This is an optimization exercise on Yosys and OpenROAD, whose aim is small area, not a production implementation.
Where RTL was checked, it was by simulation tests only, not by an equivalence proof against the original.
Power is estimated from default activity; no workload was simulated.

Setup of rev 12:
Design id_regfile_scoreboard, start of the top module:
module id_regfile_scoreboard #(
  parameter int XLEN  = 32,
  parameter int NREGS = 32,
  parameter int NRD   = 2,
  parameter int LAT_W = 3,
  localparam int AW   = $clog2(NREGS)
) (
  input  logic                clk,
  input  logic                reset,
  input  logic                id_valid,
  input  logic                flush,
  input  logic [NRD*AW-1:0]   rs_addr,
  input  logic [NRD-1:0]      rs_used,
  input  logic                rd_we,
  input  logic [AW-1:0]       rd_addr,
  input  logic [LAT_W-1:0]    rd_lat,
  input  logic                wb_we,
  input  logic [AW-1:0]       wb_addr,
  input  logic [XLEN-1:0]     wb_data,
  output logic [NRD*XLEN-1:0] rs_data,
  output logic                stall,
  output logic                issue,
  output logic [NREGS-1:0]    pending
);
export LEC_CHECK = 0
export CAP_MARGIN = 15
export CORE_MARGIN = 2
export CORE_UTILIZATION = 62
export SETUP_SLACK_MARGIN = 0.1
export SLEW_MARGIN = 15
export SYNTH_HIERARCHICAL = 1
export SYNTH_MINIMUM_KEEP_SIZE = 0
create_clock -name core_clock -period 6.0 [get_ports {clk}]
standard.sh (not shown) runs the stock make flow with config.mk's settings and CLKGATE_MAP_FILE= SYNTH_SCRIPT=/design/flow/synth_recipe.tcl, a recipe that flattens the netlist after the stock synthesis.
==> flow/flow/run.sh <==
#!/bin/bash
# Standard layout with smaller port buffers and a clock tree of small
# buffers without dummy loads.
export BUFFER_PORTS_ARGS="-buffer_cell sky130_fd_sc_hd__buf_1"
export CTS_ARGS="-sink_clustering_enable -repair_clock_nets -dont_use_dummy_load -buf_list {sky130_fd_sc_hd__clkbuf_4} -root_buf sky130_fd_sc_hd__clkbuf_4 -sink_clustering_size 10 -sink_clustering_max_diameter 40"
bash standard.sh > standard.log 2>&1
Input changes introduced in rev 13 (baseline for comparison: rev 12):
Settings: CORE_UTILIZATION now 55, was 62.
### Flow results
Non-clock buffer count was lower in rev 12 than in rev 13.
Every stage of the flow completed for rev 13, and the final layout passed the timing, DRC and antenna checks.
Going from rev 12 to rev 13, number of well-tap cells placed grew by more than 10%.
Compared rev 13 vs rev 12, and instance count after placement with tap cells included is up in rev 13.

========
id_regfile_scoreboard, a different RTL version from the one above (not shown whole).
Size: roughly 2900 cells after synthesis, roughly 1100 flip-flops, ~45000 um^2 of cells after synthesis.
Settings: LEC_CHECK=0, CAP_MARGIN=15, CORE_MARGIN=2, CORE_UTILIZATION=55, SETUP_SLACK_MARGIN=0.1, SLEW_MARGIN=15, SYNTH_HIERARCHICAL=1, SYNTH_MINIMUM_KEEP_SIZE=0; clock period 6.0 ns.
==> flow/flow/run.sh <==
#!/bin/bash
# Standard layout with smaller port buffers and a clock tree of large
# buffers without dummy loads.
export BUFFER_PORTS_ARGS="-buffer_cell sky130_fd_sc_hd__buf_2"
export CTS_ARGS="-sink_clustering_enable -repair_clock_nets -dont_use_dummy_load -buf_list {sky130_fd_sc_hd__clkbuf_16} -root_buf sky130_fd_sc_hd__clkbuf_16 -sink_clustering_size 24 -sink_clustering_max_diameter 60"
bash standard.sh > standard.log 2>&1
The baseline ran to the end with no violations.
Edit:
==> flow/flow/run.sh (replaced) <==
#!/bin/bash
# Standard layout with smaller port buffers and a clock tree of small
# buffers without dummy loads.
export BUFFER_PORTS_ARGS="-buffer_cell sky130_fd_sc_hd__buf_1"
export CTS_ARGS="-sink_clustering_enable -repair_clock_nets -dont_use_dummy_load -buf_list {sky130_fd_sc_hd__clkbuf_4} -root_buf sky130_fd_sc_hd__clkbuf_4 -sink_clustering_size 10 -sink_clustering_max_diameter 40"
bash standard.sh > standard.log 2>&1
What happened: The changed run produced a clean layout; routed wire length stays flat; synthesized area does not change; hold slack gets better by 3.8 ps; flip-flop and latch count is unchanged; design area decreases by 1.6%; die area is unchanged.
Edit:
CAP_MARGIN = 5   (was 15)
SETUP_SLACK_MARGIN = 0.05   (was 0.1)
SLEW_MARGIN = 5   (was 15)
Result:
- The changed run completed without violations
- maximum frequency came out lower by 0.37%
- routed wire length stays flat
- hold slack got worse by 33 ps
- setup slack got worse by 21 ps
Edit:
==> flow/flow/run.sh (replaced) <==
#!/bin/bash
# Standard layout with smaller port buffers and a clock tree of small
# buffers without dummy loads.
export BUFFER_PORTS_ARGS="-buffer_cell sky130_fd_sc_hd__buf_1"
export CTS_ARGS="-sink_clustering_enable -repair_clock_nets -dont_use_dummy_load -buf_list {sky130_fd_sc_hd__clkbuf_8} -root_buf sky130_fd_sc_hd__clkbuf_8 -sink_clustering_size 20 -sink_clustering_max_diameter 50"
bash standard.sh > standard.log 2>&1
CAP_MARGIN = 15   (was 5)
SETUP_SLACK_MARGIN = 0.1   (was 0.05)
SLEW_MARGIN = 15   (was 5)
Outcome: First-iteration DRC count goes up by 3.0%. Cell area increases by 0.82%. Power is higher by 3.2%. Die area does not change. Clock-buffer cell count drops by 41. Sequential share of layout area is lower by 0.52 points. Global-route usage came out lower by 0.37 points. Non-clock buffer count falls by 2. Setup slack loses 8.4 ps. Combinational power hardly moves. Fmax is about the same.
Function was not checked in any run of this note: the RTL went through the layout flow alone.

========
id_regfile_scoreboard, a different RTL version from the one above (not shown whole).
Size in the first run: roughly 1100 flip-flops.
Settings: LEC_CHECK=0, CAP_MARGIN=15, CORE_MARGIN=2, CORE_UTILIZATION=62, SETUP_SLACK_MARGIN=0.1, SLEW_MARGIN=15, SYNTH_HIERARCHICAL=1, SYNTH_MINIMUM_KEEP_SIZE=0; clock period 6.0 ns.
==> flow/flow/run.sh <==
#!/bin/bash
# Standard layout with smaller port buffers, high-fanout drivers upsized
# before placement, and a clock tree of small buffers without dummy loads.
export BUFFER_PORTS_ARGS="-buffer_cell sky130_fd_sc_hd__buf_1"
export CTS_ARGS="-sink_clustering_enable -repair_clock_nets -dont_use_dummy_load -buf_list {sky130_fd_sc_hd__clkbuf_4} -root_buf sky130_fd_sc_hd__clkbuf_4 -sink_clustering_size 10 -sink_clustering_max_diameter 40"
export PRE_GLOBAL_PLACE_TCL="$PWD/flow/upsize.tcl"
bash standard.sh > standard.log 2>&1
==> flow/flow/upsize.tcl <==
# Before global placement: give each select, write-enable and write-data
# driver with a large fanout the strongest cell of its kind, so that the
# resizer does not split the net with buffers.
set upsize_map {
  sky130_fd_sc_hd__and3_1 sky130_fd_sc_hd__and3_4
  sky130_fd_sc_hd__and3_2 sky130_fd_sc_hd__and3_4
  sky130_fd_sc_hd__and2_1 sky130_fd_sc_hd__and2_4
  sky130_fd_sc_hd__or2_1  sky130_fd_sc_hd__or2_4
  sky130_fd_sc_hd__or2_2  sky130_fd_sc_hd__or2_4
}
set n_up 0
foreach inst [[ord::get_db_block] getInsts] {
  set master [[$inst getMaster] getName]
  if {![dict exists $upsize_map $master]} { continue }
  set out [$inst findITerm X]
  if {$out eq "NULL"} { continue }
  set net [$out getNet]
  if {$net eq "NULL"} { continue }
  if {[llength [$net getITerms]] < 17} { continue }
  replace_cell [$inst getName] [dict get $upsize_map $master]
  incr n_up
}
puts "upsize.tcl: upsized $n_up drivers"
The baseline finished clean.
Edit:
==> flow/flow/run.sh (replaced) <==
#!/bin/bash
# Standard layout with smaller port buffers, high-fanout drivers upsized
# before placement, and a clock tree of small buffers without dummy loads.
export BUFFER_PORTS_ARGS="-buffer_cell sky130_fd_sc_hd__buf_1"
export CTS_ARGS="-sink_clustering_enable -repair_clock_nets -dont_use_dummy_load -buf_list {sky130_fd_sc_hd__clkbuf_4} -root_buf sky130_fd_sc_hd__clkbuf_4 -sink_clustering_size 11 -sink_clustering_max_diameter 40"
export PRE_GLOBAL_PLACE_TCL="$PWD/flow/upsize.tcl"
bash standard.sh > standard.log 2>&1
What happened: Power goes down by 0.37%; cell count is about the same; setup slack gains 0.040 ns; first-iteration DRC count goes down by 0.60%; global-route usage hardly moves; final area stays flat.
Edit:
==> flow/flow/run.sh (replaced) <==
#!/bin/bash
# Standard layout with smaller port buffers and a clock tree of small
# buffers without dummy loads.
export BUFFER_PORTS_ARGS="-buffer_cell sky130_fd_sc_hd__buf_1"
export CTS_ARGS="-sink_clustering_enable -repair_clock_nets -dont_use_dummy_load -buf_list {sky130_fd_sc_hd__clkbuf_4} -root_buf sky130_fd_sc_hd__clkbuf_4 -sink_clustering_size 10 -sink_clustering_max_diameter 40"
bash standard.sh > standard.log 2>&1
Settings changed: CORE_UTILIZATION 62 to 55.
removed: flow/flow/upsize.tcl
The changed run finished clean.
Design area goes up by 1.3%.
Clock skew fell by 0.018 ns.
Wire length grows by about 3.5%.
Core utilization is lower by 6.8 points.
Hold slack is worse by 0.015 ns.
Total power is higher by 0.78%.
Area after synthesis is unchanged.
Critical path depth rose by 1.
Edit:
==> flow/flow/run.sh (replaced) <==
#!/bin/bash
# Standard layout with smaller port buffers, high-fanout drivers upsized
# before placement, and a clock tree of small buffers without dummy loads.
export BUFFER_PORTS_ARGS="-buffer_cell sky130_fd_sc_hd__buf_1"
export CTS_ARGS="-sink_clustering_enable -repair_clock_nets -dont_use_dummy_load -buf_list {sky130_fd_sc_hd__clkbuf_4} -root_buf sky130_fd_sc_hd__clkbuf_4 -sink_clustering_size 10 -sink_clustering_max_diameter 40"
export PRE_GLOBAL_PLACE_TCL="$PWD/flow/upsize.tcl"
bash standard.sh > standard.log 2>&1
==> flow/flow/upsize.tcl (new file) <==
# Before global placement: give each select, write-enable and write-data
# driver with a large fanout the strongest cell of its kind, so that the
# resizer does not split the net with buffers.
set upsize_map {
  sky130_fd_sc_hd__and3_1 sky130_fd_sc_hd__and3_4
  sky130_fd_sc_hd__and3_2 sky130_fd_sc_hd__and3_4
  sky130_fd_sc_hd__and2_1 sky130_fd_sc_hd__and2_4
  sky130_fd_sc_hd__or2_1  sky130_fd_sc_hd__or2_4
  sky130_fd_sc_hd__or2_2  sky130_fd_sc_hd__or2_4
}
set n_up 0
foreach inst [[ord::get_db_block] getInsts] {
  set master [[$inst getMaster] getName]
  if {![dict exists $upsize_map $master]} { continue }
  set out [$inst findITerm X]
  if {$out eq "NULL"} { continue }
  set net [$out getNet]
  if {$net eq "NULL"} { continue }
  if {[llength [$net getITerms]] < 17} { continue }
  replace_cell [$inst getName] [dict get $upsize_map $master]
  incr n_up
}
puts "upsize.tcl: upsized $n_up drivers"
What happened:
- The changed run finished clean
- via count is about the same
- worst hold slack gains 0.029 ns
- global-route usage increases by 0.13 points

## afterwards: timing with drivers on the ports
The flow's constraints put no driver on any port. The routed layouts listed below were extracted and timed again, unchanged, in two steps. Step 1 sets driving cells, clkbuf_16 on the clock port and buf_2 on the other inputs (assumed; they add their load-dependent delay and slew). Step 2, shift: input delay + t, output delay - t, t = (earliest + latest rising clock arrival at the registers) / 2. This alone moves slack from input paths to output paths. Slacks: ideal ports / drivers / drivers and shift; pairs: ideal ports / drivers.
| run | t, ns | setup WS [ns] | worst setup path after step 2 | worst slew at a driven data input, ns | cell pins on the clock port's net |
|---|---|---|---|---|---|
| rev 12 | 1.058 | 0.183 / 0.160 / 0.160 | input to output | 0.17 | 1 |
| rev 13 | 1.079 | 0.220 / 0.200 / 0.200 | input to output | 0.17 | 1 |
| the first run of note 2 | 0.689 | 0.254 / 0.226 / 0.226 | input to output | 0.09 | 1 |
| the second run of note 2 | 1.117 | 0.258 / 0.234 / 0.234 | input to output | 0.11 | 1 |
| the third run of note 2 | 1.119 | 0.237 / 0.206 / 0.206 | input to output | 0.12 | 1 |
| the fourth run of note 2 | 0.819 | 0.228 / 0.200 / 0.200 | input to output | 0.11 | 1 |
| the first run of note 3 | 1.087 | 0.276 / 0.257 / 0.257 | input to output | 0.13 | 1 |
| the second run of note 3 | 1.059 | 0.316 / 0.296 / 0.296 | input to output | 0.13 | 1 |
| the third run of note 3 | 1.106 | 0.116 / 0.095 / 0.095 | input to output | 0.17 | 1 |
| the fourth run of note 3 | 1.052 | 0.325 / 0.303 / 0.303 | input to output | 0.15 | 1 |
After both steps setup and hold are still met in every run listed. For the third run of note 2, which loses most, drivers alone change the setup slack by -0.031 ns; drivers and shift together by -0.031 ns.
